This is an optimization exercise on Yosys and OpenROAD, whose aim is small area, a short achievable clock period and few clock cycles per item, not a production implementation.
At most, simulation tests tie the RTL to the original design; equivalence was not proved.
Power figures rest on the tool's default switching activity, not on a simulated workload.

## exp/raven
==> module depth_pixel_backprojection, before the edit <==
module depth_pixel_backprojection
(
    input  logic              i_clk,
    input  logic              i_rst_n,
    input  logic              i_s_tvalid,
    output logic              o_s_tready,
    input  logic [39:0]       i_s_tdata,    
    output logic              o_m_tvalid,
    input  logic              i_m_tready,
    output logic [63:0]       o_m_tdata,    
    output logic [0:0]        o_m_tuser,    
    input  logic              psel,
    input  logic              penable,
    input  logic              pwrite,
    input  logic [APB_AW-1:0] paddr,
    input  logic [APB_DW-1:0] pwdata,
    output logic [APB_DW-1:0] prdata,
    output logic              pready
);
    localparam int LAT = AXIS_LAT;    
    logic [FOC_W-1:0]  r_focal_x;
    logic [FOC_W-1:0]  r_focal_y;
    logic [CTR_W-1:0]  r_center_x;
    logic [CTR_W-1:0]  r_center_y;
    logic [MAXD_W-1:0] r_max_depth;
    logic cfg_wr;
    assign pready = 1'b1;
    assign cfg_wr = psel && penable && pwrite;
    always_ff @(posedge i_clk) begin
        if (!i_rst_n) begin
            r_focal_x   <= FOCAL_X_RST;
            r_focal_y   <= FOCAL_Y_RST;
            r_center_x  <= CENTER_X_RST;
            r_center_y  <= CENTER_Y_RST;
            r_max_depth <= MAX_DEPTH_RST;
        end else if (cfg_wr) begin
            case (paddr[APB_AW-1:2])
                REG_FOCAL_X:   r_focal_x   <= pwdata[FOC_W-1:0];
                REG_FOCAL_Y:   r_focal_y   <= pwdata[FOC_W-1:0];
                REG_CENTER_X:  r_center_x  <= pwdata[CTR_W-1:0];
                REG_CENTER_Y:  r_center_y  <= pwdata[CTR_W-1:0];
                REG_MAX_DEPTH: r_max_depth <= pwdata[MAXD_W-1:0];
                default: ;   
            endcase
        end
    end
    logic [CTR_W-1:0] r_prdata;
    always_ff @(posedge i_clk) begin
        case (paddr[APB_AW-1:2])
            REG_FOCAL_X:   r_prdata <= CTR_W'(r_focal_x);
            REG_FOCAL_Y:   r_prdata <= CTR_W'(r_focal_y);
            REG_CENTER_X:  r_prdata <= r_center_x;
            REG_CENTER_Y:  r_prdata <= r_center_y;
            REG_MAX_DEPTH: r_prdata <= CTR_W'(r_max_depth);
            default:       r_prdata <= '0;
        endcase
    end
    assign prdata = APB_DW'(r_prdata);
    logic           r_sv;         
    logic           r_ov;         
    logic           advance;
    logic           r0_v;
    logic [LAT-1:0] r_vld;
    assign advance    = !r_sv;
    assign o_s_tready = advance;
    always_ff @(posedge i_clk) begin
        if (!i_rst_n) begin
            r0_v  <= 1'b0;
            r_vld <= '0;
        end else if (advance) begin
            r0_v  <= i_s_tvalid;
            r_vld <= {r_vld[LAT-2:0], r0_v};
        end
    end
    logic [DEPTH_W-1:0] s_depth;
    logic               n_ok;
    logic [PIX_W:0]     n_vx, n_vy;
    assign s_depth = i_s_tdata[15:0];
    assign n_ok = !s_depth[DEPTH_W-1] && (|s_depth[DEPTH_W-2:0]) &&
                  (s_depth[DEPTH_W-2:0] < r_max_depth);
    assign n_vx = {1'b0, i_s_tdata[27:16]} + {1'b1, ~r_center_x[CTR_W-1:6]};
    assign n_vy = {1'b0, i_s_tdata[39:28]} + {1'b1, ~r_center_y[CTR_W-1:6]};
    logic [Z_W+1:0] n_bw;      
    logic [7:0]     n_bneg, n_bone, n_btwo;
    assign n_bw = {1'b0, s_depth[Z_W-1:0], 1'b0};
    always_comb begin
        for (int k = 0; k < 8; k++) begin
            n_bneg[k] = n_ok & n_bw[2*k+2] & ~(n_bw[2*k+1] & n_bw[2*k]);
            n_bone[k] = n_ok & (n_bw[2*k+1] ^ n_bw[2*k]);
            n_btwo[k] = n_ok & (n_bw[2*k+2] ? (~n_bw[2*k+1] & ~n_bw[2*k]) :
                                              (n_bw[2*k+1] & n_bw[2*k]));
        end
    end
    logic [HI_W-1:0] r0_hx, r0_hy;
    logic            r0_sx, r0_sy;
    logic [Z_W-1:0]  r0_z;
    logic [7:0]      r0_bneg, r0_bone, r0_btwo;
    always_ff @(posedge i_clk) begin
        if (advance) begin
            r0_sx <= n_vx[PIX_W];
            r0_hx <= n_vx[PIX_W-1:0] ^ {PIX_W{n_vx[PIX_W]}};
            r0_sy <= n_vy[PIX_W];
            r0_hy <= n_vy[PIX_W-1:0] ^ {PIX_W{n_vy[PIX_W]}};
            r0_z  <= n_ok ? s_depth[Z_W-1:0] : '0;
            r0_bneg <= n_bneg;
            r0_bone <= n_bone;
            r0_btwo <= n_btwo;
        end
    end
    logic [Z_W-1:0] r_z [0:LAT-1];
    always_ff @(posedge i_clk) begin
        if (advance) begin
            r_z[0] <= r0_z;
            for (int k = 1; k < LAT; k++) r_z[k] <= r_z[k-1];
        end
    end
    logic [COORD_W-1:0] ax_x;
    logic [COORD_W-1:0] ax_y;
    dpb_axis u_axis_x (
        .i_clk    (i_clk),
        .i_en     (advance),
        .i_h      (r0_hx),
        .i_neg    (r0_sx),
        .i_z      (r0_z),
        .i_bneg   (r0_bneg),
        .i_bone   (r0_bone),
        .i_btwo   (r0_btwo),
        .i_center (r_center_x),
        .i_focal  (r_focal_x),
        .o_coord  (ax_x)
    );
    dpb_axis u_axis_y (
        .i_clk    (i_clk),
        .i_en     (advance),
        .i_h      (r0_hy),
        .i_neg    (r0_sy),
        .i_z      (r0_z),
        .i_bneg   (r0_bneg),
        .i_bone   (r0_bone),
        .i_btwo   (r0_btwo),
        .i_center (r_center_y),
        .i_focal  (r_focal_y),
        .o_coord  (ax_y)
    );
    logic        out_ok;
    logic [64:0] n_item;     
    assign out_ok = |r_z[LAT-1];
    assign n_item = {out_ok, 1'b0,
                     r_z[LAT-1],
                     out_ok ? ax_y : {COORD_W{1'b0}},
                     out_ok ? ax_x : {COORD_W{1'b0}}};
    logic [64:0] r_out;
    logic [64:0] r_skid;
    logic        arrive;
    assign arrive = advance && r_vld[LAT-1];
    always_ff @(posedge i_clk) begin
        if (!i_rst_n) begin
            r_ov <= 1'b0;
            r_sv <= 1'b0;
        end else begin
            if (!r_ov || i_m_tready) begin
                r_ov <= r_sv || arrive;
                r_sv <= 1'b0;
            end else if (arrive) begin
                r_sv <= 1'b1;
            end
        end
    end
    always_ff @(posedge i_clk) begin
        if (!r_ov || i_m_tready) r_out <= r_sv ? r_skid : n_item;
        if (r_ov && !i_m_tready && arrive) r_skid <= n_item;
    end
    assign o_m_tvalid = r_ov;
    assign o_m_tdata  = r_out[63:0];
    assign o_m_tuser  = r_out[64];
endmodule
clock: 8.0 ns
lec_check: 0
cap_margin: 20
core_margin: 2
core_utilization: 40
setup_slack_margin: 4.3
slew_margin: 20
run.sh (not shown) runs the stock make flow with config.mk's settings and CLKGATE_MAP_FILE= SYNTH_SCRIPT=/design/flow/synth_recipe.tcl, a recipe that flattens the netlist after the stock synthesis.
Testbench counts of exp/raven, summed over its fixed seeds: cycles 10,192, items 9,600.
The inputs of exp/juniper differ from those of exp/raven as listed below.
-- flow/design.v --
<<< exp/raven, line 262
    logic           r_ov;         
    logic           advance;
    logic           r0_v;
    logic [LAT-1:0] r_vld;
>>> exp/juniper, line 262
    logic           r_ov;         
    logic           advance;
    logic           r_in_v;
    logic           r0_v;
    logic [LAT-1:0] r_vld;
<<< exp/raven, line 268
    always_ff @(posedge i_clk) begin
        if (!i_rst_n) begin
            r0_v  <= 1'b0;
            r_vld <= '0;
        end else if (advance) begin
            r0_v  <= i_s_tvalid;
            r_vld <= {r_vld[LAT-2:0], r0_v};
        end
    end
    logic [DEPTH_W-1:0] s_depth;
    logic               n_ok;
    logic [PIX_W:0]     n_vx, n_vy;
    assign s_depth = i_s_tdata[15:0];
    assign n_ok = !s_depth[DEPTH_W-1] && (|s_depth[DEPTH_W-2:0]) &&
                  (s_depth[DEPTH_W-2:0] < r_max_depth);
    assign n_vx = {1'b0, i_s_tdata[27:16]} + {1'b1, ~r_center_x[CTR_W-1:6]};
    assign n_vy = {1'b0, i_s_tdata[39:28]} + {1'b1, ~r_center_y[CTR_W-1:6]};
    logic [Z_W+1:0] n_bw;      
    logic [7:0]     n_bneg, n_bone, n_btwo;
>>> exp/juniper, line 269
    always_ff @(posedge i_clk) begin
        if (!i_rst_n) begin
            r_in_v <= 1'b0;
            r0_v   <= 1'b0;
            r_vld  <= '0;
        end else if (advance) begin
            r_in_v <= i_s_tvalid;
            r0_v   <= r_in_v;
            r_vld  <= {r_vld[LAT-2:0], r0_v};
        end
    end
    logic [39:0] r_in_data;
    always_ff @(posedge i_clk) begin
        if (advance) r_in_data <= i_s_tdata;
    end
    logic [DEPTH_W-1:0] s_depth;
    logic               n_ok;
    logic [PIX_W:0]     n_vx, n_vy;
    assign s_depth = r_in_data[15:0];
    assign n_ok = !s_depth[DEPTH_W-1] && (|s_depth[DEPTH_W-2:0]) &&
                  (s_depth[DEPTH_W-2:0] < r_max_depth);
    assign n_vx = {1'b0, r_in_data[27:16]} + {1'b1, ~r_center_x[CTR_W-1:6]};
    assign n_vy = {1'b0, r_in_data[39:28]} + {1'b1, ~r_center_y[CTR_W-1:6]};
    logic [Z_W+1:0] n_bw;      
    logic [7:0]     n_bneg, n_bone, n_btwo;
Notes after the runs:
Delta(register bit count reported by yosys, exp/juniper - exp/raven) > 0
The lower internal portion of total power came out of exp/juniper.
In exp/juniper the inverter count of the layout excluding clock inverters turned out 31 higher than in exp/raven.
The worst clock skew reported for exp/juniper is smaller than that of exp/raven by 0.0040 ns.
Of exp/juniper and exp/raven, exp/juniper shows the lower fraction of power consumed by combinational cells, with exp/raven above it.
The RTL of exp/juniper was laid out without a check of its function.

## re-timing with driven ports
In the flow no input, the clock included, has a driving cell. The finished layouts below were timed again as built, in two steps.
Step 1, drivers: a clkbuf_16 drives i_clk and a buf_2 each remaining input, both assumed.
Step 2 times the ports against the registers' clock, not the clock port: input delays grow and output delays shrink by t, the midpoint of the rising clock arrivals with the driver on.
Three values: ideal, step 1, step 2; two values: the first two.
run | shift t [ns] | setup slack, ns | hold WS [ns]
exp/raven | 0.978 | 4.315 / 4.318 / 3.412 | 0.382 / 0.382 / 0.382
exp/juniper | 0.978 | 4.264 / 4.161 / 3.604 | 0.383 / 0.383 / 0.383
After both steps setup and hold are still met in every run listed. The setup slack of exp/raven, which loses most, moves by +0.003 ns with the drivers and by -0.903 ns with both steps.
